What follows belongs to an exercise in optimizing a design on an open flow for small area, a short achievable clock period and few clock cycles; a production flow would make more cautious choices.
In this exercise RTL edits were held to simulation tests only and were not proved equivalent to the original.
Power is estimated from default activity; no workload was simulated.

[design/flow/flow/run.sh]
#!/bin/bash
# The standard layout (standard.sh), with plain buffers (buf_1) on the
# ports instead of the delay buffers buffer_ports picks by default, and
# timing repair aimed at a setup slack of 5.3 ns.
set -euo pipefail
mkdir -p logs
export BUFFER_PORTS_ARGS="-buffer_cell sky130_fd_sc_hd__buf_1"
bash standard.sh SETUP_SLACK_MARGIN=5.3 finish > logs/standard.log 2>&1
[design/flow/standard.sh]
#!/bin/bash
# synth_recipe.tcl (not shown) runs the flow's synth.tcl, then flattens the netlist and writes it again
# the make line also repeats each setting of config.mk as NAME=value (left out here)
make -C /OpenROAD-flow-scripts/flow DESIGN_CONFIG=/design/flow/config.mk WORK_HOME=/design/flow/orfs CLKGATE_MAP_FILE= SYNTH_SCRIPT=/design/flow/synth_recipe.tcl "${@:-finish}"
[design/flow/config.mk]
export PLATFORM = sky130hd
export DESIGN_NAME = isp_top
export DESIGN_NICKNAME = isp_top
export VERILOG_FILES = /design/flow/design.v
export SDC_FILE = /design/flow/constraint.sdc
export NUM_CORES = 4
export LEC_CHECK = 0
export ABC_AREA = 1
export CAP_MARGIN = 20
export CORE_MARGIN = 2
export CORE_UTILIZATION = 66
export CTS_CLUSTER_DIAMETER = 80
export CTS_CLUSTER_SIZE = 30
export SETUP_SLACK_MARGIN = 5
export SLEW_MARGIN = 20
[design/flow/constraint.sdc]
create_clock -name core_clock -period 8.0 [get_ports {clk}]
set_input_delay 1.6000 -clock core_clock [delete_from_list [all_inputs] [get_ports {clk}]]
set_output_delay 1.6000 -clock core_clock [all_outputs]
set_load 0.01 [all_outputs]
[design/flow/design.v]
`default_nettype none
package isp_pkg;
    localparam int BEATS_PER_PIC  = 192;
    localparam int PIX_PER_BEAT   = 16;
    localparam int PLANE_BEATS    = 64;
    localparam int WIN_SIZE       = 6;
    localparam int WIN_FIRST_ROW  = 13;
    localparam int WIN_FIRST_COL  = 13;
    localparam int EXPO_SHIFT     = 10;
    localparam int RESULT_LATENCY = 16;
    typedef logic [7:0]   pixel_t;
    typedef logic [127:0] beat_t;
    typedef logic [7:0]   beat_idx_t;
    typedef logic [1:0]   ratio_t;
    typedef logic [7:0]   result_t;
    typedef logic [13:0]  diff_sum_t;
endpackage
`default_nettype wire
`timescale 1ns/1ps
`default_nettype none
module isp_focus_contrast (
    input  logic       clk,
    input  logic       rst_n,
    input  logic       start,
    input  logic [7:0] t0,
    input  logic [7:0] t1,
    input  logic [7:0] t2,
    input  logic [7:0] n0,
    input  logic [7:0] u0,
    input  logic [7:0] u1,
    input  logic [7:0] u2,
    output logic       rot,
    output logic       done,
    output logic [1:0] res
);
    typedef enum logic [1:0] {
        PH_IDLE,
        PH_ROT,       
        PH_SETTLE,    
        PH_DIV        
    } phase_t;
    phase_t     phase;
    logic [1:0] pass;
    logic [3:0] e;            
    logic [3:0] cnt;
    logic       last_step;
    assign rot       = (phase == PH_ROT);
    assign last_step = (pass == 2'd2) && (e == 4'd9);
    always_ff @(posedge clk or negedge rst_n) begin
        if (!rst_n) begin
            phase <= PH_IDLE;
            done  <= 1'b0;
        end else begin
            done <= 1'b0;
            if (start) begin
                phase <= PH_ROT;
            end else begin
                case (phase)
                    PH_ROT:    if (last_step) phase <= PH_SETTLE;
                    PH_SETTLE: if (cnt == 4'd4) phase <= PH_DIV;
                    PH_DIV: begin
                        if (cnt == 4'd0) begin
                            phase <= PH_IDLE;
                            done  <= 1'b1;
                        end
                    end
                    default: ;
                endcase
            end
        end
    end
    logic [1:0] pass_n;
    logic [3:0] e_n;
    always_comb begin
        pass_n = pass;
        e_n    = e;
        if (start) begin
            pass_n = '0;
            e_n    = '0;
        end else if (rot) begin
            e_n = (e == 4'd11) ? 4'd0 : e + 4'd1;
            if (e == 4'd11) begin
                pass_n = pass + 2'd1;
            end
        end
    end
    always_ff @(posedge clk) begin
        pass <= pass_n;
        e    <= e_n;
        case (phase)
            PH_ROT:    cnt <= '0;
            PH_SETTLE: cnt <= (cnt == 4'd4) ? 4'd8 : cnt + 4'd1;
            PH_DIV:    cnt <= cnt - 4'd1;
            default:   cnt <= '0;
        endcase
    end
    logic [2:0] rn;
    logic       hn;
    logic       r14, r13, r23, r2, r04;
    logic       vd  [2];
    logic       c4d [2];
    logic       c2d [2];
    logic [1:0] sel;          
    logic       val [2];
    logic       c4  [2];
    logic       c2  [2];
    logic [7:0] opa [2];
    logic [7:0] opb [2];
    assign rn  = e_n[3:1];
    assign hn  = e_n[0];
    assign r14 = (rn >= 3'd1) && (rn <= 3'd4);
    assign r13 = (rn >= 3'd1) && (rn <= 3'd3);
    assign r23 = (rn == 3'd2) || (rn == 3'd3);
    assign r2  = (rn == 3'd2);
    assign r04 = (rn <= 3'd4);
    always_comb begin
        case (pass_n)
            2'd0: begin
                vd[0] = 1'b1;  c4d[0] = hn && r14;   c2d[0] = 1'b0;
                vd[1] = 1'b1;  c4d[1] = !hn && r14;  c2d[1] = 1'b0;
            end
            2'd1: begin
                vd[0] = r04;   c4d[0] = hn && r13;   c2d[0] = hn && r2;
                vd[1] = !hn;   c4d[1] = !hn && r14;  c2d[1] = !hn && r23;
            end
            default: begin
                vd[0] = r04;   c4d[0] = r13;         c2d[0] = 1'b0;
                vd[1] = r04;   c4d[1] = !hn && r13;  c2d[1] = !hn && r2;
            end
        endcase
    end
    always_ff @(posedge clk) begin
        sel <= {pass_n == 2'd2, pass_n == 2'd1};
        for (int j = 0; j < 2; j++) begin
            val[j] <= vd[j];
            c4[j]  <= c4d[j];
            c2[j]  <= c2d[j];
        end
    end
    always_comb begin
        opa[0] = sel[1] ? t1 : t0;
        opb[0] = sel[1] ? u1 : (sel[0] ? u0 : t1);
        opa[1] = t2;
        opb[1] = sel[1] ? u2 : (sel[0] ? n0 : t1);
    end
    logic [8:0] sd  [2];
    logic [7:0] dq  [2];
    logic       iq  [2];
    logic       q4m [2];
    logic       q2m [2];
    always_comb begin
        for (int j = 0; j < 2; j++) begin
            sd[j] = {1'b0, opa[j]} + {1'b0, ~opb[j]};
        end
    end
    always_ff @(posedge clk) begin
        for (int j = 0; j < 2; j++) begin
            dq[j]  <= (rot && val[j]) ? (sd[j][7:0] ^ {8{!sd[j][8]}}) : 8'd0;
            iq[j]  <= rot && val[j] && sd[j][8];
            q4m[j] <= c4[j];
            q2m[j] <= c2[j];
        end
    end
    logic [13:0] s6, s4;
    logic [9:0]  s2;
    logic [2:0]  k6, k4;      
    logic [1:0]  k2;          
    logic [13:0] a6x, a6y, a4x, a4y;
    logic [9:0]  a2x;
    logic        a2i;
    logic [13:0] n6, n4;
    logic [9:0]  n2;
    logic [2:0]  m6, m4;
    logic [1:0]  m2;
    logic [13:0] cs6, cc6, cs4, cc4;
    logic [14:0] cy6, cy4;
    logic [10:0] cy2;
    logic [13:0] b6, b4;
    always_comb begin
        a6x = 14'(dq[0]);
        a6y = 14'(dq[1]);
        a4x = 14'(dq[0] & {8{q4m[0]}});
        a4y = 14'(dq[1] & {8{q4m[1]}});
        a2x = 10'((dq[0] & {8{q2m[0]}}) | (dq[1] & {8{q2m[1]}}));
        a2i = (iq[0] && q2m[0]) || (iq[1] && q2m[1]);
        for (int k = 0; k < 14; k++) begin
            cs6[k] = s6[k] ^ a6x[k] ^ a6y[k];
            cc6[k] = (s6[k] & a6x[k]) | (s6[k] & a6y[k]) | (a6x[k] & a6y[k]);
            b6[k]  = (k == 0) ? iq[0] : cc6[k == 0 ? 0 : k - 1];
        end
        cy6[0] = iq[1];
        for (int k = 0; k < 14; k++) begin
            n6[k]     = cs6[k] ^ b6[k] ^ cy6[k];
            cy6[k+1]  = (cs6[k] & b6[k]) | (cs6[k] & cy6[k]) | (b6[k] & cy6[k]);
            if (k == 3 || k == 7 || k == 11) begin
                m6[k/4]  = cy6[k+1];
                cy6[k+1] = k6[k/4];
            end
        end
        for (int k = 0; k < 14; k++) begin
            cs4[k] = s4[k] ^ a4x[k] ^ a4y[k];
            cc4[k] = (s4[k] & a4x[k]) | (s4[k] & a4y[k]) | (a4x[k] & a4y[k]);
            b4[k]  = (k == 0) ? (iq[0] && q4m[0]) : cc4[k == 0 ? 0 : k - 1];
        end
        cy4[0] = iq[1] && q4m[1];
        for (int k = 0; k < 14; k++) begin
            n4[k]     = cs4[k] ^ b4[k] ^ cy4[k];
            cy4[k+1]  = (cs4[k] & b4[k]) | (cs4[k] & cy4[k]) | (b4[k] & cy4[k]);
            if (k == 3 || k == 7 || k == 11) begin
                m4[k/4]  = cy4[k+1];
                cy4[k+1] = k4[k/4];
            end
        end
        cy2[0] = a2i;
        for (int k = 0; k < 10; k++) begin
            n2[k]    = s2[k] ^ a2x[k] ^ cy2[k];
            cy2[k+1] = (s2[k] & a2x[k]) | (s2[k] & cy2[k]) | (a2x[k] & cy2[k]);
            if (k == 3 || k == 7) begin
                m2[k/4]  = cy2[k+1];
                cy2[k+1] = k2[k/4];
            end
        end
    end
    always_ff @(posedge clk) begin
        if (start) begin
            s6 <= '0;
            s4 <= '0;
            s2 <= '0;
            k6 <= '0;
            k4 <= '0;
            k2 <= '0;
        end else begin
            s6 <= n6;
            s4 <= n4;
            s2 <= n2;
            k6 <= m6;
            k4 <= m4;
            k2 <= m2;
        end
    end
    logic [5:0] rem;           
    logic [6:0] rem2;
    logic       qb6, qb2, qb4;
    logic       eq26, gt26, eq46, gt46, eq24, gt24;
    assign qb2  = (cnt <= 4'd7) ? s2[cnt + 4'd2] : 1'b0;
    assign qb4  = s4[cnt + 4'd4];
    assign rem2 = {rem, s6[cnt]};
    assign qb6  = (rem2 >= 7'd36);
    always_ff @(posedge clk) begin
        if (phase != PH_DIV) begin
            rem  <= {1'b0, s6[13:9]};
        end else begin
            rem <= 6'(qb6 ? rem2 - 7'd36 : rem2);
        end
        if (phase == PH_SETTLE) begin
            eq26 <= 1'b1;
            gt26 <= 1'b0;
            eq46 <= 1'b1;
            gt46 <= 1'b0;
            eq24 <= 1'b1;
            gt24 <= 1'b0;
        end else if (phase == PH_DIV) begin
            if (eq26 && qb2 != qb6) begin
                eq26 <= 1'b0;
                gt26 <= qb2;
            end
            if (eq46 && qb4 != qb6) begin
                eq46 <= 1'b0;
                gt46 <= qb4;
            end
            if (eq24 && qb2 != qb4) begin
                eq24 <= 1'b0;
                gt24 <= qb2;
            end
        end
    end
    always_comb begin
        if ((eq24 || gt24) && (eq26 || gt26)) begin
            res = 2'd0;
        end else if (eq46 || gt46) begin
            res = 2'd1;
        end else begin
            res = 2'd2;
        end
    end
endmodule
`default_nettype wire
`timescale 1ns/1ps
`default_nettype none
module isp_exposure_acc (
    input  logic          clk,
    input  logic [127:0]  x,
    output logic [10:0]   sa,
    output logic [10:0]   sb
);
    logic s1;
    logic c2;
    logic s3;
    logic c4;
    logic s5;
    logic c6;
    logic s7;
    logic c8;
    logic s9;
    logic c10;
    logic s11;
    logic c12;
    logic s13;
    logic c14;
    logic s15;
    logic c16;
    logic s17;
    logic c18;
    logic s19;
    logic c20;
    logic s21;
    logic c22;
    logic s23;
    logic c24;
    logic s25;
    logic c26;
    logic s27;
    logic c28;
    logic s29;
    logic c30;
    logic s31;
    logic c32;
    logic s33;
    logic c34;
    logic s35;
    logic c36;
    logic s37;
    logic c38;
    logic s39;
    logic c40;
    logic s41;
    logic c42;
    logic s43;
    logic c44;
    logic s45;
    logic c46;
    logic s47;
    logic c48;
    logic s49;
    logic c50;
    logic s51;
    logic c52;
    logic s53;
    logic c54;
    logic s55;
    logic c56;
    logic s57;
    logic c58;
    logic s59;
    logic c60;
    logic s61;
    logic c62;
    logic s63;
    logic c64;
    logic s65;
    logic c66;
    logic s67;
    logic c68;
    logic s69;
    logic c70;
    logic s71;
    logic c72;
    logic s73;
    logic c74;
    logic s75;
    logic c76;
    logic s77;
    logic c78;
    logic s79;
    logic c80;
    logic s81;
    logic c82;
    logic s83;
    logic c84;
    logic s85;
    logic c86;
    logic s87;
    logic c88;
    logic s89;
    logic c90;
    logic s91;
    logic c92;
    logic s93;
    logic c94;
    logic s95;
    logic c96;
    logic s97;
    logic c98;
    logic s99;
    logic c100;
    logic s101;
    logic c102;
    logic s103;
    logic c104;
    logic s105;
    logic c106;
    logic s107;
    logic c108;
    logic s109;
    logic c110;
    logic s111;
    logic c112;
    logic s113;
    logic c114;
    logic s115;
    logic c116;
    logic s117;
    logic c118;
    logic s119;
    logic c120;
    logic s121;
    logic c122;
    logic s123;
    logic c124;
    logic s125;
    logic c126;
    logic s127;
    logic c128;
    logic q129;
    logic q130;
    logic q131;
    logic q132;
    logic q133;
    logic q134;
    logic q135;
    logic q136;
    logic q137;
    logic q138;
    logic q139;
    logic q140;
    logic q141;
    logic q142;
    logic q143;
    logic q144;
    logic q145;
    logic q146;
    logic q147;
    logic q148;
    logic q149;
    logic q150;
    logic q151;
    logic q152;
    logic q153;
    logic q154;
    logic q155;
    logic q156;
    logic q157;
    logic q158;
    logic q159;
    logic q160;
    logic q161;
    logic q162;
    logic q163;
    logic q164;
    logic q165;
    logic q166;
    logic q167;
    logic q168;
    logic q169;
    logic q170;
    logic q171;
    logic q172;
    logic q173;
    logic q174;
    logic q175;
    logic q176;
    logic q177;
    logic q178;
    logic q179;
    logic q180;
    logic q181;
    logic q182;
    logic q183;
    logic q184;
    logic q185;
    logic q186;
    logic q187;
    logic q188;
    logic q189;
    logic q190;
    logic q191;
    logic q192;
    logic s193;
    logic c194;
    logic s195;
    logic c196;
    logic s197;
    logic c198;
    logic s199;
    logic c200;
    logic s201;
    logic c202;
    logic s203;
    logic c204;
    logic s205;
    logic c206;
    logic s207;
    logic c208;
    logic s209;
    logic c210;
    logic s211;
    logic c212;
    logic s213;
    logic c214;
    logic s215;
    logic c216;
    logic s217;
    logic c218;
    logic s219;
    logic c220;
    logic s221;
    logic c222;
    logic s223;
    logic c224;
    logic s225;
    logic c226;
    logic s227;
    logic c228;
    logic s229;
    logic c230;
    logic s231;
    logic c232;
    logic s233;
    logic c234;
    logic s235;
    logic c236;
    logic s237;
    logic c238;
    logic s239;
    logic c240;
    logic s241;
    logic c242;
    logic s243;
    logic c244;
    logic s245;
    logic c246;
    logic s247;
    logic c248;
    logic s249;
    logic c250;
    logic s251;
    logic c252;
    logic s253;
    logic c254;
    logic s255;
    logic c256;
    logic s257;
    logic c258;
    logic s259;
    logic c260;
    logic s261;
    logic c262;
    logic s263;
    logic c264;
    logic s265;
    logic c266;
    logic s267;
    logic c268;
    logic s269;
    logic c270;
    logic s271;
    logic c272;
    logic s273;
    logic c274;
    logic s275;
    logic c276;
    logic s277;
    logic c278;
    logic s279;
    logic c280;
    logic s281;
    logic c282;
    assign s1 = x[0] ^ x[8] ^ x[16];
    assign c2 = (x[0] & x[8]) | (x[0] & x[16]) | (x[8] & x[16]);
    assign s3 = x[24] ^ x[32] ^ x[40];
    assign c4 = (x[24] & x[32]) | (x[24] & x[40]) | (x[32] & x[40]);
    assign s5 = x[48] ^ x[56] ^ x[64];
    assign c6 = (x[48] & x[56]) | (x[48] & x[64]) | (x[56] & x[64]);
    assign s7 = x[72] ^ x[80] ^ x[88];
    assign c8 = (x[72] & x[80]) | (x[72] & x[88]) | (x[80] & x[88]);
    assign s9 = x[96] ^ x[104] ^ x[112];
    assign c10 = (x[96] & x[104]) | (x[96] & x[112]) | (x[104] & x[112]);
    assign s11 = x[1] ^ x[9] ^ x[17];
    assign c12 = (x[1] & x[9]) | (x[1] & x[17]) | (x[9] & x[17]);
    assign s13 = x[25] ^ x[33] ^ x[41];
    assign c14 = (x[25] & x[33]) | (x[25] & x[41]) | (x[33] & x[41]);
    assign s15 = x[49] ^ x[57] ^ x[65];
    assign c16 = (x[49] & x[57]) | (x[49] & x[65]) | (x[57] & x[65]);
    assign s17 = x[73] ^ x[81] ^ x[89];
    assign c18 = (x[73] & x[81]) | (x[73] & x[89]) | (x[81] & x[89]);
    assign s19 = x[97] ^ x[105] ^ x[113];
    assign c20 = (x[97] & x[105]) | (x[97] & x[113]) | (x[105] & x[113]);
    assign s21 = x[2] ^ x[10] ^ x[18];
    assign c22 = (x[2] & x[10]) | (x[2] & x[18]) | (x[10] & x[18]);
    assign s23 = x[26] ^ x[34] ^ x[42];
    assign c24 = (x[26] & x[34]) | (x[26] & x[42]) | (x[34] & x[42]);
    assign s25 = x[50] ^ x[58] ^ x[66];
    assign c26 = (x[50] & x[58]) | (x[50] & x[66]) | (x[58] & x[66]);
    assign s27 = x[74] ^ x[82] ^ x[90];
    assign c28 = (x[74] & x[82]) | (x[74] & x[90]) | (x[82] & x[90]);
    assign s29 = x[98] ^ x[106] ^ x[114];
    assign c30 = (x[98] & x[106]) | (x[98] & x[114]) | (x[106] & x[114]);
    assign s31 = x[3] ^ x[11] ^ x[19];
    assign c32 = (x[3] & x[11]) | (x[3] & x[19]) | (x[11] & x[19]);
    assign s33 = x[27] ^ x[35] ^ x[43];
    assign c34 = (x[27] & x[35]) | (x[27] & x[43]) | (x[35] & x[43]);
    assign s35 = x[51] ^ x[59] ^ x[67];
    assign c36 = (x[51] & x[59]) | (x[51] & x[67]) | (x[59] & x[67]);
    assign s37 = x[75] ^ x[83] ^ x[91];
    assign c38 = (x[75] & x[83]) | (x[75] & x[91]) | (x[83] & x[91]);
    assign s39 = x[99] ^ x[107] ^ x[115];
    assign c40 = (x[99] & x[107]) | (x[99] & x[115]) | (x[107] & x[115]);
    assign s41 = x[4] ^ x[12] ^ x[20];
    assign c42 = (x[4] & x[12]) | (x[4] & x[20]) | (x[12] & x[20]);
    assign s43 = x[28] ^ x[36] ^ x[44];
    assign c44 = (x[28] & x[36]) | (x[28] & x[44]) | (x[36] & x[44]);
    assign s45 = x[52] ^ x[60] ^ x[68];
    assign c46 = (x[52] & x[60]) | (x[52] & x[68]) | (x[60] & x[68]);
    assign s47 = x[76] ^ x[84] ^ x[92];
    assign c48 = (x[76] & x[84]) | (x[76] & x[92]) | (x[84] & x[92]);
    assign s49 = x[100] ^ x[108] ^ x[116];
    assign c50 = (x[100] & x[108]) | (x[100] & x[116]) | (x[108] & x[116]);
    assign s51 = x[5] ^ x[13] ^ x[21];
    assign c52 = (x[5] & x[13]) | (x[5] & x[21]) | (x[13] & x[21]);
    assign s53 = x[29] ^ x[37] ^ x[45];
    assign c54 = (x[29] & x[37]) | (x[29] & x[45]) | (x[37] & x[45]);
    assign s55 = x[53] ^ x[61] ^ x[69];
    assign c56 = (x[53] & x[61]) | (x[53] & x[69]) | (x[61] & x[69]);
    assign s57 = x[77] ^ x[85] ^ x[93];
    assign c58 = (x[77] & x[85]) | (x[77] & x[93]) | (x[85] & x[93]);
    assign s59 = x[101] ^ x[109] ^ x[117];
    assign c60 = (x[101] & x[109]) | (x[101] & x[117]) | (x[109] & x[117]);
    assign s61 = x[6] ^ x[14] ^ x[22];
    assign c62 = (x[6] & x[14]) | (x[6] & x[22]) | (x[14] & x[22]);
    assign s63 = x[30] ^ x[38] ^ x[46];
    assign c64 = (x[30] & x[38]) | (x[30] & x[46]) | (x[38] & x[46]);
    assign s65 = x[54] ^ x[62] ^ x[70];
    assign c66 = (x[54] & x[62]) | (x[54] & x[70]) | (x[62] & x[70]);
    assign s67 = x[78] ^ x[86] ^ x[94];
    assign c68 = (x[78] & x[86]) | (x[78] & x[94]) | (x[86] & x[94]);
    assign s69 = x[102] ^ x[110] ^ x[118];
    assign c70 = (x[102] & x[110]) | (x[102] & x[118]) | (x[110] & x[118]);
    assign s71 = x[7] ^ x[15] ^ x[23];
    assign c72 = (x[7] & x[15]) | (x[7] & x[23]) | (x[15] & x[23]);
    assign s73 = x[31] ^ x[39] ^ x[47];
    assign c74 = (x[31] & x[39]) | (x[31] & x[47]) | (x[39] & x[47]);
    assign s75 = x[55] ^ x[63] ^ x[71];
    assign c76 = (x[55] & x[63]) | (x[55] & x[71]) | (x[63] & x[71]);
    assign s77 = x[79] ^ x[87] ^ x[95];
    assign c78 = (x[79] & x[87]) | (x[79] & x[95]) | (x[87] & x[95]);
    assign s79 = x[103] ^ x[111] ^ x[119];
    assign c80 = (x[103] & x[111]) | (x[103] & x[119]) | (x[111] & x[119]);
    assign s81 = s1 ^ s3 ^ s5;
    assign c82 = (s1 & s3) | (s1 & s5) | (s3 & s5);
    assign s83 = s7 ^ s9 ^ x[120];
    assign c84 = (s7 & s9) | (s7 & x[120]) | (s9 & x[120]);
    assign s85 = s11 ^ s13 ^ s15;
    assign c86 = (s11 & s13) | (s11 & s15) | (s13 & s15);
    assign s87 = s17 ^ s19 ^ x[121];
    assign c88 = (s17 & s19) | (s17 & x[121]) | (s19 & x[121]);
    assign s89 = c2 ^ c4 ^ c6;
    assign c90 = (c2 & c4) | (c2 & c6) | (c4 & c6);
    assign s91 = s21 ^ s23 ^ s25;
    assign c92 = (s21 & s23) | (s21 & s25) | (s23 & s25);
    assign s93 = s27 ^ s29 ^ x[122];
    assign c94 = (s27 & s29) | (s27 & x[122]) | (s29 & x[122]);
    assign s95 = c12 ^ c14 ^ c16;
    assign c96 = (c12 & c14) | (c12 & c16) | (c14 & c16);
    assign s97 = s31 ^ s33 ^ s35;
    assign c98 = (s31 & s33) | (s31 & s35) | (s33 & s35);
    assign s99 = s37 ^ s39 ^ x[123];
    assign c100 = (s37 & s39) | (s37 & x[123]) | (s39 & x[123]);
    assign s101 = c22 ^ c24 ^ c26;
    assign c102 = (c22 & c24) | (c22 & c26) | (c24 & c26);
    assign s103 = s41 ^ s43 ^ s45;
    assign c104 = (s41 & s43) | (s41 & s45) | (s43 & s45);
    assign s105 = s47 ^ s49 ^ x[124];
    assign c106 = (s47 & s49) | (s47 & x[124]) | (s49 & x[124]);
    assign s107 = c32 ^ c34 ^ c36;
    assign c108 = (c32 & c34) | (c32 & c36) | (c34 & c36);
    assign s109 = s51 ^ s53 ^ s55;
    assign c110 = (s51 & s53) | (s51 & s55) | (s53 & s55);
    assign s111 = s57 ^ s59 ^ x[125];
    assign c112 = (s57 & s59) | (s57 & x[125]) | (s59 & x[125]);
    assign s113 = c42 ^ c44 ^ c46;
    assign c114 = (c42 & c44) | (c42 & c46) | (c44 & c46);
    assign s115 = s61 ^ s63 ^ s65;
    assign c116 = (s61 & s63) | (s61 & s65) | (s63 & s65);
    assign s117 = s67 ^ s69 ^ x[126];
    assign c118 = (s67 & s69) | (s67 & x[126]) | (s69 & x[126]);
    assign s119 = c52 ^ c54 ^ c56;
    assign c120 = (c52 & c54) | (c52 & c56) | (c54 & c56);
    assign s121 = s71 ^ s73 ^ s75;
    assign c122 = (s71 & s73) | (s71 & s75) | (s73 & s75);
    assign s123 = s77 ^ s79 ^ x[127];
    assign c124 = (s77 & s79) | (s77 & x[127]) | (s79 & x[127]);
    assign s125 = c62 ^ c64 ^ c66;
    assign c126 = (c62 & c64) | (c62 & c66) | (c64 & c66);
    assign s127 = c72 ^ c74 ^ c76;
    assign c128 = (c72 & c74) | (c72 & c76) | (c74 & c76);
    assign s193 = q131 ^ q132 ^ q133;
    assign c194 = (q131 & q132) | (q131 & q133) | (q132 & q133);
    assign s195 = q134 ^ q135 ^ q136;
    assign c196 = (q134 & q135) | (q134 & q136) | (q135 & q136);
    assign s197 = q138 ^ q139 ^ q140;
    assign c198 = (q138 & q139) | (q138 & q140) | (q139 & q140);
    assign s199 = q141 ^ q142 ^ q143;
    assign c200 = (q141 & q142) | (q141 & q143) | (q142 & q143);
    assign s201 = q146 ^ q147 ^ q148;
    assign c202 = (q146 & q147) | (q146 & q148) | (q147 & q148);
    assign s203 = q149 ^ q150 ^ q151;
    assign c204 = (q149 & q150) | (q149 & q151) | (q150 & q151);
    assign s205 = q154 ^ q155 ^ q156;
    assign c206 = (q154 & q155) | (q154 & q156) | (q155 & q156);
    assign s207 = q157 ^ q158 ^ q159;
    assign c208 = (q157 & q158) | (q157 & q159) | (q158 & q159);
    assign s209 = q162 ^ q163 ^ q164;
    assign c210 = (q162 & q163) | (q162 & q164) | (q163 & q164);
    assign s211 = q165 ^ q166 ^ q167;
    assign c212 = (q165 & q166) | (q165 & q167) | (q166 & q167);
    assign s213 = q170 ^ q171 ^ q172;
    assign c214 = (q170 & q171) | (q170 & q172) | (q171 & q172);
    assign s215 = q173 ^ q174 ^ q175;
    assign c216 = (q173 & q174) | (q173 & q175) | (q174 & q175);
    assign s217 = q178 ^ q179 ^ q180;
    assign c218 = (q178 & q179) | (q178 & q180) | (q179 & q180);
    assign s219 = q181 ^ q182 ^ q183;
    assign c220 = (q181 & q182) | (q181 & q183) | (q182 & q183);
    assign s221 = q186 ^ q187 ^ q188;
    assign c222 = (q186 & q187) | (q186 & q188) | (q187 & q188);
    assign s223 = q189 ^ q190 ^ q191;
    assign c224 = (q189 & q190) | (q189 & q191) | (q190 & q191);
    assign s225 = s193 ^ s195 ^ q137;
    assign c226 = (s193 & s195) | (s193 & q137) | (s195 & q137);
    assign s227 = s197 ^ s199 ^ q144;
    assign c228 = (s197 & s199) | (s197 & q144) | (s199 & q144);
    assign s229 = q145 ^ c194 ^ c196;
    assign c230 = (q145 & c194) | (q145 & c196) | (c194 & c196);
    assign s231 = s201 ^ s203 ^ q152;
    assign c232 = (s201 & s203) | (s201 & q152) | (s203 & q152);
    assign s233 = q153 ^ c198 ^ c200;
    assign c234 = (q153 & c198) | (q153 & c200) | (c198 & c200);
    assign s235 = s205 ^ s207 ^ q160;
    assign c236 = (s205 & s207) | (s205 & q160) | (s207 & q160);
    assign s237 = q161 ^ c202 ^ c204;
    assign c238 = (q161 & c202) | (q161 & c204) | (c202 & c204);
    assign s239 = s209 ^ s211 ^ q168;
    assign c240 = (s209 & s211) | (s209 & q168) | (s211 & q168);
    assign s241 = q169 ^ c206 ^ c208;
    assign c242 = (q169 & c206) | (q169 & c208) | (c206 & c208);
    assign s243 = s213 ^ s215 ^ q176;
    assign c244 = (s213 & s215) | (s213 & q176) | (s215 & q176);
    assign s245 = q177 ^ c210 ^ c212;
    assign c246 = (q177 & c210) | (q177 & c212) | (c210 & c212);
    assign s247 = s217 ^ s219 ^ q184;
    assign c248 = (s217 & s219) | (s217 & q184) | (s219 & q184);
    assign s249 = q185 ^ c214 ^ c216;
    assign c250 = (q185 & c214) | (q185 & c216) | (c214 & c216);
    assign s251 = s221 ^ s223 ^ c218;
    assign c252 = (s221 & s223) | (s221 & c218) | (s223 & c218);
    assign s253 = q192 ^ c222 ^ c224;
    assign c254 = (q192 & c222) | (q192 & c224) | (c222 & c224);
    assign s255 = s227 ^ s229 ^ c226;
    assign c256 = (s227 & s229) | (s227 & c226) | (s229 & c226);
    assign s257 = s231 ^ s233 ^ c228;
    assign c258 = (s231 & s233) | (s231 & c228) | (s233 & c228);
    assign s259 = s235 ^ s237 ^ c232;
    assign c260 = (s235 & s237) | (s235 & c232) | (s237 & c232);
    assign s261 = s239 ^ s241 ^ c236;
    assign c262 = (s239 & s241) | (s239 & c236) | (s241 & c236);
    assign s263 = s243 ^ s245 ^ c240;
    assign c264 = (s243 & s245) | (s243 & c240) | (s245 & c240);
    assign s265 = s247 ^ s249 ^ c244;
    assign c266 = (s247 & s249) | (s247 & c244) | (s249 & c244);
    assign s267 = s251 ^ c220 ^ c248;
    assign c268 = (s251 & c220) | (s251 & c248) | (c220 & c248);
    assign s269 = s257 ^ c230 ^ c256;
    assign c270 = (s257 & c230) | (s257 & c256) | (c230 & c256);
    assign s271 = s259 ^ c234 ^ c258;
    assign c272 = (s259 & c234) | (s259 & c258) | (c234 & c258);
    assign s273 = s261 ^ c238 ^ c260;
    assign c274 = (s261 & c238) | (s261 & c260) | (c238 & c260);
    assign s275 = s263 ^ c242 ^ c262;
    assign c276 = (s263 & c242) | (s263 & c262) | (c242 & c262);
    assign s277 = s265 ^ c246 ^ c264;
    assign c278 = (s265 & c246) | (s265 & c264) | (c246 & c264);
    assign s279 = s267 ^ c250 ^ c266;
    assign c280 = (s267 & c250) | (s267 & c266) | (c250 & c266);
    assign s281 = s253 ^ c252 ^ c268;
    assign c282 = (s253 & c252) | (s253 & c268) | (c252 & c268);
    always_ff @(posedge clk) begin
        q129 <= s81;
        q130 <= s83;
        q131 <= s85;
        q132 <= s87;
        q133 <= s89;
        q134 <= c8;
        q135 <= c10;
        q136 <= c82;
        q137 <= c84;
        q138 <= s91;
        q139 <= s93;
        q140 <= s95;
        q141 <= c18;
        q142 <= c20;
        q143 <= c86;
        q144 <= c88;
        q145 <= c90;
        q146 <= s97;
        q147 <= s99;
        q148 <= s101;
        q149 <= c28;
        q150 <= c30;
        q151 <= c92;
        q152 <= c94;
        q153 <= c96;
        q154 <= s103;
        q155 <= s105;
        q156 <= s107;
        q157 <= c38;
        q158 <= c40;
        q159 <= c98;
        q160 <= c100;
        q161 <= c102;
        q162 <= s109;
        q163 <= s111;
        q164 <= s113;
        q165 <= c48;
        q166 <= c50;
        q167 <= c104;
        q168 <= c106;
        q169 <= c108;
        q170 <= s115;
        q171 <= s117;
        q172 <= s119;
        q173 <= c58;
        q174 <= c60;
        q175 <= c110;
        q176 <= c112;
        q177 <= c114;
        q178 <= s121;
        q179 <= s123;
        q180 <= s125;
        q181 <= c68;
        q182 <= c70;
        q183 <= c116;
        q184 <= c118;
        q185 <= c120;
        q186 <= s127;
        q187 <= c78;
        q188 <= c80;
        q189 <= c122;
        q190 <= c124;
        q191 <= c126;
        q192 <= c128;
        sa <= {c254, s281, s279, s277, s275, s273, s271, s269, s255, s225, q129};
        sb <= {c282, c280, c278, c276, c274, c272, c270, 1'b1, 1'b1, 1'b1, q130};
    end
endmodule
`default_nettype wire
`timescale 1ns/1ps
`default_nettype none
module isp_top (
    input  logic             clk,
    input  logic             rst_n,
    input  logic             in_valid,
    input  logic             in_mode,
    input  isp_pkg::ratio_t  in_ratio_mode,
    input  logic             pix_valid,
    input  isp_pkg::beat_t   pix_data,
    output logic             busy,
    output logic             out_valid,
    output isp_pkg::result_t out_data
);
    logic [7:0] bcnt;       
    logic       mode_q;
    logic [1:0] ratio_q;
    logic       busy_q;
    logic       rmode;      
    logic [1:0] rratio;
    logic       last0;
    assign last0 = pix_valid && (bcnt == 8'd191);
    always_ff @(posedge clk) begin
        busy_q <= rst_n && (in_valid || (busy_q && !last0));
    end
    always_ff @(posedge clk) begin
        if (in_valid) begin
            bcnt    <= '0;
            mode_q  <= in_mode;
            ratio_q <= in_ratio_mode;
        end else if (pix_valid) begin
            bcnt <= last0 ? 8'd0 : bcnt + 8'd1;
        end
        if (last0) begin
            rmode  <= mode_q;
            rratio <= ratio_q;
        end
    end
    assign busy = busy_q;
    logic red0, green0, blue0, wrow0;
    assign red0   = (bcnt[7:6] == 2'd0);
    assign green0 = (bcnt[7:6] == 2'd1);
    assign blue0  = (bcnt[7:6] == 2'd2);
    assign wrow0  = (bcnt[5:0] >= 6'd26) && (bcnt[5:0] <= 6'd37);
    logic       sat;
    logic [3:0] colmask0;
    logic [7:0] bcnt_n;
    logic [1:0] ratio_n;
    logic       mode_n;
    logic [3:0] thr_n;
    logic [127:0] xbits;
    assign bcnt_n  = in_valid ? 8'd0 : (pix_valid ? (last0 ? 8'd0 : bcnt + 8'd1) : bcnt);
    assign ratio_n = in_valid ? in_ratio_mode : ratio_q;
    assign mode_n  = in_valid ? in_mode : mode_q;
    assign thr_n   = (bcnt_n[7:6] == 2'd1) ? 4'(3 - ratio_n) : 4'(4 - ratio_n);
    always_ff @(posedge clk) begin
        sat <= mode_n && (ratio_n == 2'd3);
        for (int j = 0; j < 4; j++) begin
            colmask0[j] <= (4'(j) >= thr_n);
        end
    end
    always_comb begin
        for (int i = 0; i < 16; i++) begin
            for (int j = 0; j < 7; j++) begin
                xbits[8*i + j] = (j >= 4 || colmask0[j % 4]) && (pix_data[8*i + j] || (sat && pix_data[8*i + 7]));
            end
            xbits[8*i + 7] = !sat && pix_data[8*i + 7];
        end
    end
    logic [10:0] sa, sb, sa_n, sb_n;
    isp_exposure_acc i_tree (
        .clk (clk),
        .x   (~xbits),
        .sa  (sa_n),
        .sb  (sb_n)
    );
    assign sa = ~sa_n;
    assign sb = ~sb_n;
    logic        v1, v2, e3;
    logic        first1, first2, last1, last2, g1, sf2, sh2;
    logic [18:0] acc;     
    logic [10:0] acc_lo;
    logic [7:0]  acc_hi;
    logic [1:0]  acc_k;
    always_ff @(posedge clk or negedge rst_n) begin
        if (!rst_n) begin
            v1    <= 1'b0;
            v2    <= 1'b0;
            e3    <= 1'b0;
        end else begin
            v1    <= pix_valid;
            v2    <= v1;
            e3    <= v2 && last2;
        end
    end
    always_ff @(posedge clk) begin
        last1 <= last0;
        last2 <= last1;
    end
    always_ff @(posedge clk) begin
        first1 <= pix_valid && (bcnt == 8'd0);
        first2 <= first1;
        g1     <= green0;
        sf2    <= v1 && g1;
        sh2    <= v1 && !g1;
        {acc_k, acc_lo} <= 13'(first2 ? 11'd0 : acc_lo)
                         + (13'(sa & {11{sf2}}) | 13'(sa[10:1] & {10{sh2}}))
                         + (13'(sb & {11{sf2}}) | 13'(sb[10:1] & {10{sh2}}));
        acc_hi <= first2 ? 8'd0 : acc_hi + 8'(acc_k);
    end
    assign acc = {acc_hi + 8'(acc_k), acc_lo};
    logic [7:0] expo_res;
    always_comb begin
        case (rratio)
            2'd0:    expo_res = {2'b0, acc[18:13]};
            2'd1:    expo_res = {1'b0, acc[18:12]};
            2'd2:    expo_res = acc[18:11];
            default: expo_res = acc[17:10];
        endcase
    end
    logic       wv1, wred1, wend1;
    logic [6:0] wp1 [3];
    always_ff @(posedge clk or negedge rst_n) begin
        if (!rst_n) begin
            wv1    <= 1'b0;
        end else begin
            wv1    <= pix_valid && !mode_q && wrow0;
        end
    end
    always_ff @(posedge clk) begin
        wred1 <= red0;
        wend1 <= blue0 && (bcnt[5:0] == 6'd37);
        for (int j = 0; j < 3; j++) begin
            if (bcnt[0]) begin
                wp1[j] <= green0 ? pix_data[8*j + 1 +: 7] : {1'b0, pix_data[8*j + 2 +: 6]};
            end else begin
                wp1[j] <= green0 ? pix_data[8*(13 + j) + 1 +: 7] : {1'b0, pix_data[8*(13 + j) + 2 +: 6]};
            end
        end
    end
    logic [7:0] ch [3][12];
    logic       pact;         
    logic       chain_en;
    assign chain_en = wv1 || pact;
    always_ff @(posedge clk) begin
        if (chain_en) begin
            for (int j = 0; j < 3; j++) begin
                ch[j][0] <= (wred1 && wv1 ? 8'd0 : ch[j][11]) + (wv1 ? 8'(wp1[j]) : 8'd0);
                for (int k = 1; k < 12; k++) begin
                    ch[j][k] <= ch[j][k-1];
                end
            end
        end
    end
    logic       fdone_p;
    logic [1:0] fres;
    isp_focus_contrast i_contrast (
        .clk   (clk),
        .rst_n (rst_n),
        .start (wv1 && wend1),
        .t0    (ch[0][11]),
        .t1    (ch[1][11]),
        .t2    (ch[2][11]),
        .n0    (ch[0][10]),
        .u0    (ch[0][9]),
        .u1    (ch[1][9]),
        .u2    (ch[2][9]),
        .rot   (pact),
        .done  (fdone_p),
        .res   (fres)
    );
    logic pend, fire, fdone;
    assign fire = (e3 || pend) && (rmode || fdone);
    always_ff @(posedge clk or negedge rst_n) begin
        if (!rst_n) begin
            pend  <= 1'b0;
            fdone <= 1'b0;
        end else begin
            pend  <= !fire && (pend || e3);
            fdone <= !fire && (fdone || fdone_p);
        end
    end
    always_ff @(posedge clk) begin
        out_valid <= fire;
        out_data  <= fire ? (rmode ? expo_res : {6'd0, fres}) : 8'd0;
    end
endmodule
`default_nettype wire
==> key figures, run 1 <==
Status
  • Status: no timing/DRC/antenna violations

Worst setup path
  • Worst path max stage delay: 0.44 ns
  • Crit-path slowest cell: fa_1
  • Startpoint Class: primary input
  • Setup CP Type: primary input to flip-flop
  • Crit path cell chain: buf_2 > nand2_4 > a21oi_1 > fa_1 > inv_1 > fa_2
  • CP Capture Type: flip-flop
  • CP required: 8.48 ns
  • Crit Path Max Fanout: 7
  • Worst EP arrival: 3.16 ns

Placed design
  • GPL Wtd Cong: 0.931
  • Place WS: 4.44 ns
  • # port buffers: 144
  • DP HPWL: 38500 um

STA
  • Max-slew headroom at the worst pin: 44.6%
  • Final Skew: 0.0210 ns
  • Final setup fails: 0
  • Post-layout min period: 2.68 ns
  • Max frequency: 0.373 GHz
  • Worst-Margin Slew: 0.831 ns
  • RSZ-0062 raised after global routing: yes
  • Pins Over Slew Limit: 0
  • TNS Setup: 0 ns
  • Final hold vios: 0
  • Final Cycle Share: 33.5%
  • Final worst slack: 5.32 ns

Synth
  • Dominant cell type by area after synthesis: edfxtp_1
  • Synth warn: 20
  • Net Count, Synth: 2692
  • Main flop type after synthesis: edfxtp_1
  • Post-synth EDFFs: 291
  • FF+latch count, synth: 558
  • Distinct cells, synth: 55
  • Yosys top cell area share: 34.6%
  • Synth area leaders: edfxtp_1, dfxtp_1, fa_1, inv_1, nand2_1
  • Seq/Total Area, Yosys: 55.9%
  • Avg Cell Area, Syn: 10.9 um2
  • Post-synthesis instance total: 2310
  • Synthesized cell area: 25300 um2
  • Async SR Flop Fraction: 1.61%

Power
  • PwrDens: 240 nW/um2
  • Lkg Pwr: 0.0118 uW
  • Worst vdd ir: 0.230 mV

Clock tree
  • CTS Sinks: 558
  • Clock latency on the worst-skew pair: 0.60 ns
  • H-tree depth: 1
  • TritonCTS clock tree: built
  • Clock slew at reported path FFs: 0.11 ns
  • Hold-fix buffer count after cts: 0
  • Root Buffer: clkbuf_16
  • Total CTS buffers: 28
  • Clock Tree Buf Depth: 3

Route
  • Via Count: 16100
  • 1st-pass router iterations: 5
  • DRC errors left: 0
  • Vias per cell: 5.34
  • Drt total wl: 52200 um
  • WL/cell: 17.3 um
  • Iter 0 DRT Violations: 1154
  • Final ANT Viol Nets: 0

Run
  • Max-Cap Viols: 0

Die
  • Die Y: 200 um
  • Placeable Area: 37700 um2
  • Die area: 39800 um2
  • Rows: 71
  • IO Count: 145
  • Die width: 200 um
  • Initial Utilization: 67.0%

Worst hold path
  • Worst hold path type: flip-flop to flip-flop

Cells and area
  • Nets: 2867
  • Area growth syn-to-layout: 12.8%
  • Diodes inserted: 0
  • Layout cells sized above 1: 14.0%

Global routing
  • Vias in the first global route: 16200
  • Gr usage total: 26.9%
  • Grt ovf: 0
  • Initial antenna violation count: 1
  • Largest net degree at the start of global routing: 175
  • Global-route wire length before repair: 82400 um
report_power, final:
group	internal [uW]	switching, uW
logic	751	966
registers	3220	120
clock network	780	982
total	4760	2070
worst paths after layout:
check	startpoint	endpoint	slack [ns]	cells past startpoint
min reg2reg	i_contrast.c4[0]$_DFF_P_	i_contrast.q4m[0]$_DFF_P_	0.32	0
max reg2reg	i_contrast.q4m[1]$_DFF_P_	i_contrast.s4[7]$_SDFF_PP0_	5.36	11
min in group asynchronous	rst_n	i_contrast.phase[1]$_DFFE_PN0P_	1.06	1
max	pix_data[119]	i_tree.q139$_DFF_P_	5.32	6
min	i_contrast.c4[0]$_DFF_P_	i_contrast.q4m[0]$_DFF_P_	0.32	0
max in group asynchronous	rst_n	wv1$_DFF_PN0_	6.33	1
Yosys cell counts, drive strengths merged, types with 3 or more instances:
library cell  instances
nand2               380
xnor2                21
a22o                  7
nor3                 10
buf                  12
clkinv                6
nand3                65
o21ai               112
or2                  19
dfxtp               258
o211ai               10
nor4                  3
a21oi                91
clkbuf               33
a31oi                 8
dfrtp                 9
o31ai                 3
edfxtp              291
xor2                 31
nand4                11
nor2                239
ha                   80
fa                  167
o22ai                31
inv                 392
kinds of logic after synthesis:
family	share of synthesized area (%)
and+or+nand+nor	12.0
DFF	55.9
buffers and inverters	6.80
AOI/OAI and AO/OA	6.12
adders and majority gates	17.2
xor gates and xnor gates	1.80
muxes	0.0793
cells in the final DEF (no fill, tap or decap), types with 7 or more instances in the layout:
cell type and count:
o22ai_1 29, dfrtp_1 8, clkbuf_2 12, fa_1 120
nand2_8 8, nand2_2 8, nor2_1 204, fa_2 47
o21ai_0 65, ha_1 79, nand2_1 357, dfxtp_2 13
nand2_4 8, clkbuf_16 32, o211ai_1 10, clkinv_8 7
xnor2_1 21, inv_2 20, o21ai_2 25, buf_1 123
a31oi_1 7, nor2_2 23, inv_1 356, o21ai_1 18
a21oi_2 10, or2_4 10, a22o_1 7, nand3_1 64
xor2_1 31, nor2_4 12, inv_8 8, or2_2 10
buf_4 41, nand4_1 9, a21oi_1 78, edfxtp_1 291
nor3_1 9, dfxtp_1 240
per-stage QoR:
step / util, % / hold WS [ns] / cells / instance area (um2) / power, uW
floorplan: - / 0.310 / 2310 / 25900 / 4520
global placement: 71.5 / 0.312 / 2926 / 26900 / 5030
detailed placement: 71.5 / 0.312 / 2926 / 26900 / 5130
CTS: 74.7 / 0.319 / 2991 / 28100 / 6870
global route: 75.6 / 0.324 / 3018 / 28500 / 7200
finish: 75.6 / 0.318 / 3018 / 28500 / 6820
cell type report:
type | instances | area, um2
Sequential cell | 558 | 14200
Timing Repair inverter | 2 | 12.5
Clock inverter | 17 | 246
Multi-Input combinational cell | 1311 | 10100
Tap cell | 511 | 639
Timing Repair Buffer | 186 | 931
Inverter | 398 | 1610
Fill cell | 2523 | 9180
Clock buffer | 35 | 791
sequential cells by signal (all words and copies together), names as in the netlist, 6 cells and up:
name / flops
acc_hi: 8
acc_lo: 11
bcnt: 8
ch: 288
i_contrast.dq: 16
i_contrast.rem: 6
i_contrast.s2: 10
i_contrast.s4: 14
i_contrast.s6: 14
i_tree.sa: 11
i_tree.sb: 8
out_data: 8
wp1: 21
worst max-delay path, delay by kind of cell:
family	cells	cell delay (ns)
adders and majority gates	2	0.87
and+or+nand+nor	1	0.16
AOI/OAI and AO/OA	1	0.22
buffers and inverters	2	0.29
per-layer routing:
metal  vias up  GRT usage [%]  wire length (um)
met5         -              0                 0
met4         0           5.79              1010
met3        72           2.55              2240
met2       459           46.8             26000
met1      7832           37.1             22900
li1       7747              -                 -
repair_timing:
action,4_1_cts,5_1_grt
setup buffers,10,25
endpoints found under the setup margin,308,235
gates cloned,3,2
pin swaps,3,20
resized for setup,39,70
Testbench counts, summed over its fixed seeds: cycles 18,626.
==> run 2, diff against run 1 <==
--- a/design/flow/config.mk
+++ b/design/flow/config.mk
@@ -5,10 +5,10 @@
 export SDC_FILE = /design/flow/constraint.sdc
 export NUM_CORES = 4
 export LEC_CHECK = 0
-export ABC_AREA = 1
+export ABC_AREA = 0
 export CAP_MARGIN = 20
 export CORE_MARGIN = 2
-export CORE_UTILIZATION = 66
+export CORE_UTILIZATION = 60
 export CTS_CLUSTER_DIAMETER = 80
 export CTS_CLUSTER_SIZE = 30
 export SETUP_SLACK_MARGIN = 5
==> key figures, run 2 <==
STA
  • Final hold vios: 0
  • Final Hold Slack: 0.323 ns
  • Max frequency: 0.353 GHz
  • Final setup fails: 0
  • Final Skew: 0.0275 ns
  • Worst-Margin Slew: 0.888 ns
  • Final Cycle Share: 35.4%
  • Max-slew headroom at the worst pin: 40.8%
  • Post-layout min period: 2.84 ns
  • Pins Over Slew Limit: 0
  • RSZ-0062 raised after global routing: yes
  • TNS Setup: 0 ns
  • Final worst slack: 5.16 ns

Power
  • PwrDens: 235 nW/um2
  • Comb pwr share: 23.3%
  • Sequential power share: 50.5%
  • Switching share of total power: 29.1%
  • P_sw: 1930 uW
  • Clk network pwr share: 26.2%
  • Total Power: 6640 uW
  • Internal cell power: 4710 uW
  • Lkg Pwr: 0.0109 uW
  • Worst vdd ir: 0.187 mV

Worst setup path
  • CP Capture Type: flip-flop
  • Worst EP arrival: 3.30 ns
  • CP required: 8.47 ns
  • Setup CP Type: flip-flop to flip-flop
  • Startpoint Class: flip-flop
  • Critical Path Most Common Cell: buf_12
  • Crit Path Max Fanout: 8
  • Crit-path slowest cell: dfxtp_4
  • Worst path max stage delay: 0.40 ns
  • Buf+Inv Stages, Crit Path: 2
  • Cell family with most CP delay: compound AO/OA/AOI/OAI gates
  • Crit path cell chain: buf_12 > mux2_4 > ha_4 > fa_2 > a21o_1 > a21oi_4 > o21bai_1 > o21ba_2 > o31ai_4 > buf_12 > xnor2_2 > nor2_2

Global routing
  • Grt ovf: 0
  • Global-route wire length before repair: 80300 um
  • Initial antenna violation count: 0
  • Largest net degree at the start of global routing: 142
  • Gr usage total: 24.2%
  • Vias in the first global route: 14500

Synth
  • Seq/Total Area, Yosys: 56.7%
  • FF+latch count, synth: 558
  • Most instantiated cells after synthesis: edfxtp_1, dfxtp_1, fa_1
  • Synth area leaders: edfxtp_1, dfxtp_1, fa_1, ha_1, and2_1
  • Avg Cell Area, Syn: 13.4 um2
  • Synthesized cell area: 24900 um2
  • Count leader, synth: edfxtp_1
  • Post-synthesis instance total: 1861
  • Distinct cells, synth: 77
  • Net Count, Synth: 2243
  • Main flop type after synthesis: edfxtp_1
  • Async SR Flop Fraction: 1.61%
  • Post-synth EDFFs: 291
  • Dominant cell type by area after synthesis: edfxtp_1
  • Synth warn: 20
  • Yosys top cell area share: 35.1%

Route
  • Vias per cell: 5.47
  • WL/cell: 20.1 um
  • Via Count: 14100
  • 1st-pass router iterations: 7
  • Final ANT Viol Nets: 0
  • Drt total wl: 52000 um
  • Iter 0 DRT Violations: 1034
  • DRC errors left: 0

Cells and area
  • Largest register FFs: 288
  • Layout cells sized above 1: 17.8%
  • Largest register by flop count: ch
  • Largest regs: ch (288), wp1 (21), i_contrast.dq (16)
  • Most common cell after layout, fill and taps aside: edfxtp_1
  • Multi-input gate area: 10800 um2
  • FF/Latch Area: 14200 um2
  • Nets: 2408
  • Commonest cells after routing, fill and taps aside: edfxtp_1, dfxtp_1, inv_1
  • Util after Layout: 69.1%
  • Filler cell count: 2896
  • Area growth syn-to-layout: 13.5%
  • Diodes inserted: 0

Clock tree
  • Clock Tree Buf Depth: 3
  • Total CTS buffers: 29
  • Root Buffer: clkbuf_16
  • TritonCTS clock tree: built
  • H-tree depth: 1
  • Clock latency on the worst-skew pair: 0.60 ns
  • CTS Sinks: 558
  • Clock slew at reported path FFs: 0.11 ns
  • Hold-fix buffer count after cts: 0

Die
  • Rows: 74
  • IO Count: 145
  • Initial Utilization: 60.9%
  • Die area: 43200 um2
  • Die width: 208 um
  • Placeable Area: 40900 um2
  • Die Y: 208 um

Placed design
  • DP HPWL: 38600 um
  • Place WS: 4.50 ns
  • GPL Wtd Cong: 0.951
  • # port buffers: 144

Worst hold path
  • Worst hold path type: flip-flop to flip-flop

Run
  • Max-Cap Viols: 0

Status
  • Status: no timing/DRC/antenna violations
-- run 2: through the flow --
step,std cells,instance area [um2]
2_1_floorplan,1861,25600
3_3_place_gp,2485,26400
3_5_place_dp,2485,26400
4_1_cts,2565,28000
5_1_grt,2580,28300
6_report,2580,28300
-- run 2: metal layers --
layer | vias up | global-route usage, % | part of all wire, %
li1 | 6665 | - | -
met1 | 7057 | 34.4 | 44
met2 | 329 | 40.2 | 48
met3 | 71 | 2.72 | 4.8
met4 | 0 | 6.38 | 2.6
met5 | - | 0 | 0
-- run 2: worst paths after layout --
| kind | start | endpoint | slack, ns | depth (start not counted) |
|---|---|---|---|---|
| worst max-delay path | i_contrast.sel[1]$_DFF_P_ | i_contrast.dq[0][5]$_SDFF_PN0_ | 5.16 | 12 |
| worst min-delay path | i_contrast.c2[1]$_SDFF_PP0_ | i_contrast.q2m[1]$_DFF_P_ | 0.32 | 0 |
| worst max register to register | i_contrast.sel[1]$_DFF_P_ | i_contrast.dq[0][5]$_SDFF_PN0_ | 5.16 | 12 |
| worst min register to register | i_contrast.c2[1]$_SDFF_PP0_ | i_contrast.q2m[1]$_DFF_P_ | 0.32 | 0 |
| max in group asynchronous | rst_n | wv1$_DFF_PN0_ | 6.51 | 1 |
| min in group asynchronous | rst_n | i_contrast.phase[0]$_DFFE_PN0P_ | 0.99 | 1 |
-- run 2: power by group through the flow --
stage          Combinational, uW  Clock, uW  Sequential (uW)
2_1_floorplan               1160          0             3360
3_3_place_gp                1470          0             3410
3_5_place_dp                1530          0             3420
4_1_cts                     1550       1790             3350
5_1_grt                     1800       1880             3370
6_report                    1550       1740             3350
-- run 2: layout make-up --
type	instances	share of cell area, %
repair buffers	191	3.73
clock inverters	16	0.933
clock buffers	37	2.68
well taps	532	2.35
flip-flops and latches	558	50.1
multi-input cells	1091	38.1
inverters	155	2.10
-- run 2: cells by family (layout without fill, tap and decap cells) --
| logic type | count (synthesis) | count (layout) | synth area share, % |
|---|---|---|---|
| adders and majority gates | 247 | 247 | 17.4 |
| muxes | 60 | 60 | 3.85 |
| xor gates and xnor gates | 73 | 73 | 2.57 |
| AOI/OAI and AO/OA | 266 | 266 | 6.95 |
| buffers and inverters | 214 | 399 | 3.38 |
| and+or+nand+nor | 443 | 445 | 9.14 |
| DFF | 558 | 558 | 56.7 |
-- run 2: what timing repair did --
| item | CTS | global route |
|---|---|---|
| setup endpoints to repair | 285 | 269 |
| gates cloned | 3 | 1 |
| pin swaps | 24 | 24 |
| resized for setup | 78 | 69 |
| setup buffers | 24 | 14 |
-- run 2: worst reg2reg max path, cell delays in order, from the launching register on --
cell and delay [ns]:
dfxtp_4 0.40, buf_12 0.12, mux2_4 0.31, ha_4 0.17, fa_2 0.36, a21o_1 0.20, a21oi_4 0.17, o21bai_1 0.10
o21ba_2 0.25, o31ai_4 0.21, buf_12 0.21, xnor2_2 0.14, nor2_2 0.07
==> run 3, diff against run 2 <==
--- a/design/flow/config.mk
+++ b/design/flow/config.mk
@@ -5,11 +5,12 @@
 export SDC_FILE = /design/flow/constraint.sdc
 export NUM_CORES = 4
 export LEC_CHECK = 0
-export ABC_AREA = 0
+export ABC_AREA = 1
 export CAP_MARGIN = 20
 export CORE_MARGIN = 2
 export CORE_UTILIZATION = 60
 export CTS_CLUSTER_DIAMETER = 80
 export CTS_CLUSTER_SIZE = 30
+export PLACE_DENSITY = 0.75
 export SETUP_SLACK_MARGIN = 5
 export SLEW_MARGIN = 20
==> key figures, run 3 <==
Synth
  • Async SR Flop Fraction: 1.61%
  • Net Count, Synth: 2692
  • FF+latch count, synth: 558
  • Synth Area in Compound Gates: 6.12%
  • Seq/Total Area, Yosys: 55.9%
  • Avg Cell Area, Syn: 10.9 um2
  • Yosys top cell area share: 34.6%
  • Distinct cells, synth: 55
  • Synthesized cell area: 25300 um2
  • Synth warn: 20
  • Synth area leaders: edfxtp_1, dfxtp_1, fa_1, inv_1, nand2_1
  • Mux cell area share after synthesis: 0.0793%
  • Post-synthesis instance total: 2310
  • Synth Area in Simple Gates: 12.0%
  • Count leader, synth: inv_1
  • Dominant cell type by area after synthesis: edfxtp_1
  • XOR/XNOR share of the synthesized area: 1.80%
  • Main combinational cell family by area after synthesis: adder cells
  • Most instantiated cells after synthesis: inv_1, nand2_1, edfxtp_1
  • Post-synth EDFFs: 291
  • Main flop type after synthesis: edfxtp_1
  • Adder-cell share of the synthesized area: 17.2%

Route
  • 1st-pass router iterations: 6
  • Iter 0 DRT Violations: 1351
  • Drt total wl: 51200 um
  • DRC errors left: 0
  • WL/cell: 16.9 um
  • Via Count: 16000
  • Final ANT Viol Nets: 0
  • Vias per cell: 5.29

Die
  • IO Count: 145
  • Die width: 209 um
  • Rows: 75
  • Initial Utilization: 60.5%
  • Die area: 43700 um2
  • Die Y: 209 um
  • Placeable Area: 41800 um2

Power
  • Lkg Pwr: 0.0117 uW
  • PwrDens: 239 nW/um2
  • Worst vdd ir: 0.279 mV

Placed design
  • GPL Wtd Cong: 0.945
  • DP HPWL: 38100 um
  • # port buffers: 144
  • Post-DP Area: 27000 um2

STA
  • Post-layout min period: 2.68 ns
  • RSZ-0062 raised after global routing: yes
  • Max frequency: 0.373 GHz
  • Worst-Margin Slew: 0.830 ns
  • TNS Setup: 0 ns
  • Final Cycle Share: 33.5%
  • Final hold vios: 0
  • Max-slew headroom at the worst pin: 44.7%
  • Final setup fails: 0
  • Final Hold Slack: 0.330 ns
  • Final Skew: 0.0370 ns
  • Pins Over Slew Limit: 0

Clock tree
  • Root Buffer: clkbuf_16
  • TritonCTS clock tree: built
  • H-tree depth: 1
  • Total CTS buffers: 28
  • Clock slew at reported path FFs: 0.10 ns
  • Clock latency on the worst-skew pair: 0.61 ns
  • CTS Sinks: 558
  • Clock Tree Buf Depth: 3

Worst setup path
  • Worst path max stage delay: 0.37 ns
  • Crit-path slowest cell: dfxtp_4
  • Crit path from: busy_q$_DFF_P_
  • Cell family with most CP delay: flip-flops
  • Crit Path Max Fanout: 2
  • Startpoint Class: flip-flop
  • RR Startpoint: i_contrast.q4m[1]$_DFF_P_
  • Setup CP Type: flip-flop to primary output
  • Worst EP arrival: 1.08 ns
  • Buf+Inv Stages, Crit Path: 1
  • Crit path cell chain: buf_6
  • CP Capture Type: primary output
  • CP required: 6.40 ns

Global routing
  • Initial antenna violation count: 0
  • Gr usage total: 24.1%
  • Largest net degree at the start of global routing: 91
  • Vias in the first global route: 16300
  • Global-route wire length before repair: 82900 um
  • Grt ovf: 0

Cells and area
  • Layout cells sized above 1: 12.9%
  • Largest register by flop count: ch
  • Commonest cells after routing, fill and taps aside: inv_1, nand2_1, edfxtp_1
  • Area growth syn-to-layout: 12.2%
  • Util after Layout: 67.9%
  • Largest regs: ch (288), wp1 (21), i_contrast.dq (16)
  • Largest register FFs: 288
  • Nets: 2853
  • Finished Cell Area: 28300 um2
  • Diodes inserted: 0

Status
  • Status: no timing/DRC/antenna violations

Worst hold path
  • Worst hold path type: flip-flop to flip-flop
  • Hold Crit Start: i_contrast.c4[0]$_DFF_P_

Run
  • Max-Cap Viols: 0
==> run 3: cell types whose count changed in the layout (fill, tap and decap cells not counted), moves of 47 or more <==
cell     before  now
o21ai_0      21   68
and2_1       87    1
nand2_1      72  357
inv_1       148  357
nand3_1      17   64
nor2_1       94  207
==> run 3: report_power, final <==
part           switching [uW]  internal [uW]
combinational             975            757
clock                     967            717
sequential                126           3220
total                    2070           4700
==> run 3: repair_timing <==
action	CTS	global route
endpoints found under the setup margin	244	163
gates resized for setup	39	58
pin swaps	3	16
buffers inserted	11	10
hold buffers	0	0
gates cloned	4	1
==> run 3: through the flow <==
step	setup slack (ns)	cells	power, uW
2_1_floorplan	4.76	2310	4520
3_3_place_gp	4.48	2954	5060
3_5_place_dp	4.44	2954	5170
4_1_cts	5.30	3021	6830
5_1_grt	5.25	3032	7160
6_report	5.32	3032	6770
==> run 3: final cells by class <==
type	count	area (um2)
Inverter	398	1600
Multi-Input combinational cell	1311	10100
Clock buffer	38	759
Timing Repair Buffer	172	855
Tap cell	539	674
Timing Repair inverter	2	12.5
Clock inverter	14	190
Fill cell	3112	13400
Sequential cell	558	14200
==> run 3: worst paths after layout <==
path / endpoint / slack [ns] / cells after the start
worst min-delay path: i_contrast.q4m[0]$_DFF_P_ / 0.33 / 0
worst min register to register: i_contrast.q4m[0]$_DFF_P_ / 0.33 / 0
worst max-delay path: busy / 5.32 / 1
max in group asynchronous: wv1$_DFF_PN0_ / 6.52 / 1
worst max register to register: i_contrast.s4[7]$_SDFF_PP0_ / 5.35 / 11
min in group asynchronous: i_contrast.phase[1]$_DFFE_PN0P_ / 1.00 / 1
==> run 3: cells by family after synthesis <==
| logic type | after synthesis |
|---|---|
| AND/OR/NAND/NOR | 732 |
| flip-flops | 558 |
| buffers and inverters | 443 |
| AO/OA/AOI/OAI | 276 |
| adder cells (fa/ha/maj) | 247 |
| XOR/XNOR | 52 |
| multiplexers | 2 |
==> run 3: per-layer routing <==
metal | wire length (um) | track usage (%) | vias to the layer above
li1 | - | - | 7707
met1 | 22500 | 33.3 | 7860
met2 | 25200 | 41.4 | 392
met3 | 2190 | 2.46 | 90
met4 | 1260 | 6.06 | 0
met5 | 0 | 0 | -
==> run 4, diff against run 3 <==
--- a/design/flow/config.mk
+++ b/design/flow/config.mk
@@ -8,9 +8,9 @@
 export ABC_AREA = 1
 export CAP_MARGIN = 20
 export CORE_MARGIN = 2
-export CORE_UTILIZATION = 60
+export CORE_UTILIZATION = 50
 export CTS_CLUSTER_DIAMETER = 80
 export CTS_CLUSTER_SIZE = 30
-export PLACE_DENSITY = 0.75
+export PLACE_DENSITY = 0.9
 export SETUP_SLACK_MARGIN = 5
 export SLEW_MARGIN = 20
==> key figures, run 4 <==
Status
  • Status: no timing/DRC/antenna violations

Worst setup path
  • Buf+Inv Stages, Crit Path: 5
  • Worst reg2reg path depth: 13
  • Worst EP arrival: 3.25 ns
  • Crit Path Max Fanout: 12
  • Setup CP Type: flip-flop to flip-flop
  • Cell family with most CP delay: compound AO/OA/AOI/OAI gates
  • CP required: 8.53 ns
  • CP Capture Type: flip-flop
  • Startpoint Class: flip-flop
  • Crit-path slowest cell: dfxtp_4
  • Critical Path Stages: 13
  • Worst path max stage delay: 0.40 ns
  • Crit path cell chain: clkinvlp_4 > buf_4 > o21ai_1 > o22ai_2 > ha_1 > inv_1 > o21ai_0 > a31oi_1 > buf_4 > nand2_2 > inv_1 > or2_2 > a21oi_1

STA
  • RSZ-0062 raised after global routing: yes
  • TNS Setup: 0 ns
  • Worst-Margin Slew: 0.838 ns
  • Max frequency: 0.368 GHz
  • Post-layout min period: 2.72 ns
  • Pins Over Slew Limit: 0
  • Final worst slack: 5.28 ns
  • Max-slew headroom at the worst pin: 44.2%
  • Final Skew: 0.0330 ns
  • Final setup fails: 0
  • Final hold vios: 0
  • Final Cycle Share: 34.0%

Route
  • Via Count: 16800
  • Vias per cell: 5.32
  • 1st-pass router iterations: 6
  • Drt total wl: 58800 um
  • WL/cell: 18.6 um
  • DRC errors left: 0
  • Iter 0 DRT Violations: 1680
  • Final ANT Viol Nets: 0

Global routing
  • Gr usage total: 22.2%
  • Initial antenna violation count: 0
  • Largest net degree at the start of global routing: 97
  • Vias in the first global route: 17300
  • Global-route wire length before repair: 91400 um
  • Grt ovf: 0

Placed design
  • DP HPWL: 42800 um
  • GPL Wtd Cong: 0.936
  • # port buffers: 144
  • Place WS: 4.44 ns

Cells and area
  • Most common cell after layout, fill and taps aside: inv_1
  • Diodes inserted: 0
  • Commonest cells after routing, fill and taps aside: inv_1, nand2_1, edfxtp_1
  • Filler cell count: 3861
  • Largest regs: ch (288), wp1 (21), i_contrast.dq (16)
  • Multi-input gate area: 10100 um2
  • Area growth syn-to-layout: 13.1%
  • Layout cells sized above 1: 13.4%
  • Nets: 2853
  • FF/Latch Area: 14200 um2
  • Largest register by flop count: ch
  • Largest register FFs: 288

Synth
  • Synth area leaders: edfxtp_1, dfxtp_1, fa_1, inv_1, nand2_1
  • FF+latch count, synth: 558
  • Net Count, Synth: 2692
  • Most instantiated cells after synthesis: inv_1, nand2_1, edfxtp_1
  • Async SR Flop Fraction: 1.61%
  • Post-synthesis instance total: 2310
  • Distinct cells, synth: 55
  • Synthesized cell area: 25300 um2
  • Count leader, synth: inv_1
  • Yosys top cell area share: 34.6%
  • Seq/Total Area, Yosys: 55.9%
  • Synth warn: 20
  • Post-synth EDFFs: 291
  • Avg Cell Area, Syn: 10.9 um2
  • Dominant cell type by area after synthesis: edfxtp_1
  • Main flop type after synthesis: edfxtp_1

Die
  • Die area: 52300 um2
  • Die Y: 229 um
  • Rows: 82
  • Initial Utilization: 50.5%
  • Placeable Area: 50000 um2
  • Die width: 229 um
  • IO Count: 145

Power
  • Lkg Pwr: 0.0117 uW
  • PwrDens: 241 nW/um2
  • Worst vdd ir: 0.224 mV
  • Total Power: 6890 uW

Clock tree
  • H-tree depth: 1
  • Total CTS buffers: 27
  • TritonCTS clock tree: built
  • Root Buffer: clkbuf_16
  • Clock slew at reported path FFs: 0.12 ns
  • Clock Tree Buf Depth: 3
  • Clock latency on the worst-skew pair: 0.62 ns
  • CTS Sinks: 558

Worst hold path
  • Worst hold path type: flip-flop to flip-flop
  • WHS Path Cells: 0

Run
  • Max-Cap Viols: 0
[run 4: through the flow]
| step | hold slack (ns) | cells | util, % | instance area [um2] |
|---|---|---|---|---|
| 2_1_floorplan | 0.310 | 2310 | - | 25900 |
| 3_3_place_gp | 0.312 | 3087 | 54.3 | 27100 |
| 3_5_place_dp | 0.312 | 3087 | 54.3 | 27100 |
| 4_1_cts | 0.337 | 3152 | 56.7 | 28300 |
| 5_1_grt | 0.338 | 3164 | 57.2 | 28600 |
| 6_report | 0.337 | 3164 | 57.2 | 28600 |
[run 4: kinds of logic after synthesis]
family / Yosys count / synth area share, %
DFF: 558 / 55.9
xor gates and xnor gates: 52 / 1.80
AOI/OAI and AO/OA: 276 / 6.12
buffers and inverters: 443 / 6.80
muxes: 2 / 0.0793
adders and majority gates: 247 / 17.2
and+or+nand+nor: 732 / 12.0
[run 4: final timing paths]
check,start,end,slack (ns)
setup / recovery,i_contrast.sel[1]$_DFF_P_,i_contrast.dq[1][2]$_SDFF_PN0_,5.28
hold / removal,i_contrast.c4[0]$_DFF_P_,i_contrast.q4m[0]$_DFF_P_,0.34
setup reg to reg,i_contrast.sel[1]$_DFF_P_,i_contrast.dq[1][2]$_SDFF_PN0_,5.28
hold reg to reg,i_contrast.c4[0]$_DFF_P_,i_contrast.q4m[0]$_DFF_P_,0.34
max in group asynchronous,rst_n,wv1$_DFF_PN0_,6.56
min in group asynchronous,rst_n,wv1$_DFF_PN0_,0.96
[run 4: layout make-up]
| class | count | share of cell area, % |
|---|---|---|
| tap | 672 | 2.94 |
| clock inverter | 15 | 0.933 |
| clock buffer | 35 | 2.47 |
| timing repair inverter | 2 | 0.0438 |
| timing repair buffer | 173 | 3.01 |
| sequential | 558 | 49.6 |
| inverter | 398 | 5.59 |
| multi-input combinational | 1311 | 35.4 |
[run 4: timing repair]
action | in CTS | in global routing
hold buffers | 0 | 0
cloned | 4 | 1
resized for setup | 45 | 69
pin swaps | 2 | 15
setup endpoints to repair | 259 | 224
buffers inserted | 11 | 11
[run 4: power breakdown]
part           internal [uW]  switching [uW]
clock network            749             988
registers               3220             128
logic                    792            1010
[run 4: per-layer routing]
metal / vias to the layer above / track usage (%) / part of all wire [%]
met4: 0 / 7.90 / 4.1
met1: 8229 / 28.0 / 38
li1: 7707 / - / -
met5: - / 0 / 0
met2: 717 / 38.8 / 50
met3: 167 / 3.46 / 7.5

-- what the ideal ports hide --
In the flow no input, the clock included, has a driving cell. The finished layouts below were timed again as built, in two steps. Step 1 sets driving cells, clkbuf_16 on the clock port and buf_2 on the other inputs (assumed; they add their load-dependent delay and slew). Step 2 also shifts input and output timing later by t, the mid clock arrival at the registers, as if the neighbouring blocks saw the same clock. a / b / c = ideal ports / drivers / drivers and shift; a / b = the first two.
run | t, ns | setup WS [ns] | worst setup path after step 2 | latest minus earliest clock arrival (ns) | worst data-port slew with drivers (ns)
run 1 | 0.644 | 5.321 / 5.291 / 4.692 | input to register | 0.024 / 0.024 | 0.05
run 2 | 0.641 | 5.165 / 5.165 / 4.687 | input to register | 0.028 / 0.028 | 0.06
run 3 | 0.649 | 5.318 / 5.265 / 4.705 | input to register | 0.039 / 0.039 | 0.05
run 4 | 0.657 | 5.280 / 5.242 / 4.691 | input to register | 0.042 / 0.043 | 0.09
After both steps every run listed still meets setup and hold. The setup slack of run 1, which loses most, moves by -0.030 ns with the drivers and by -0.629 ns with both steps.
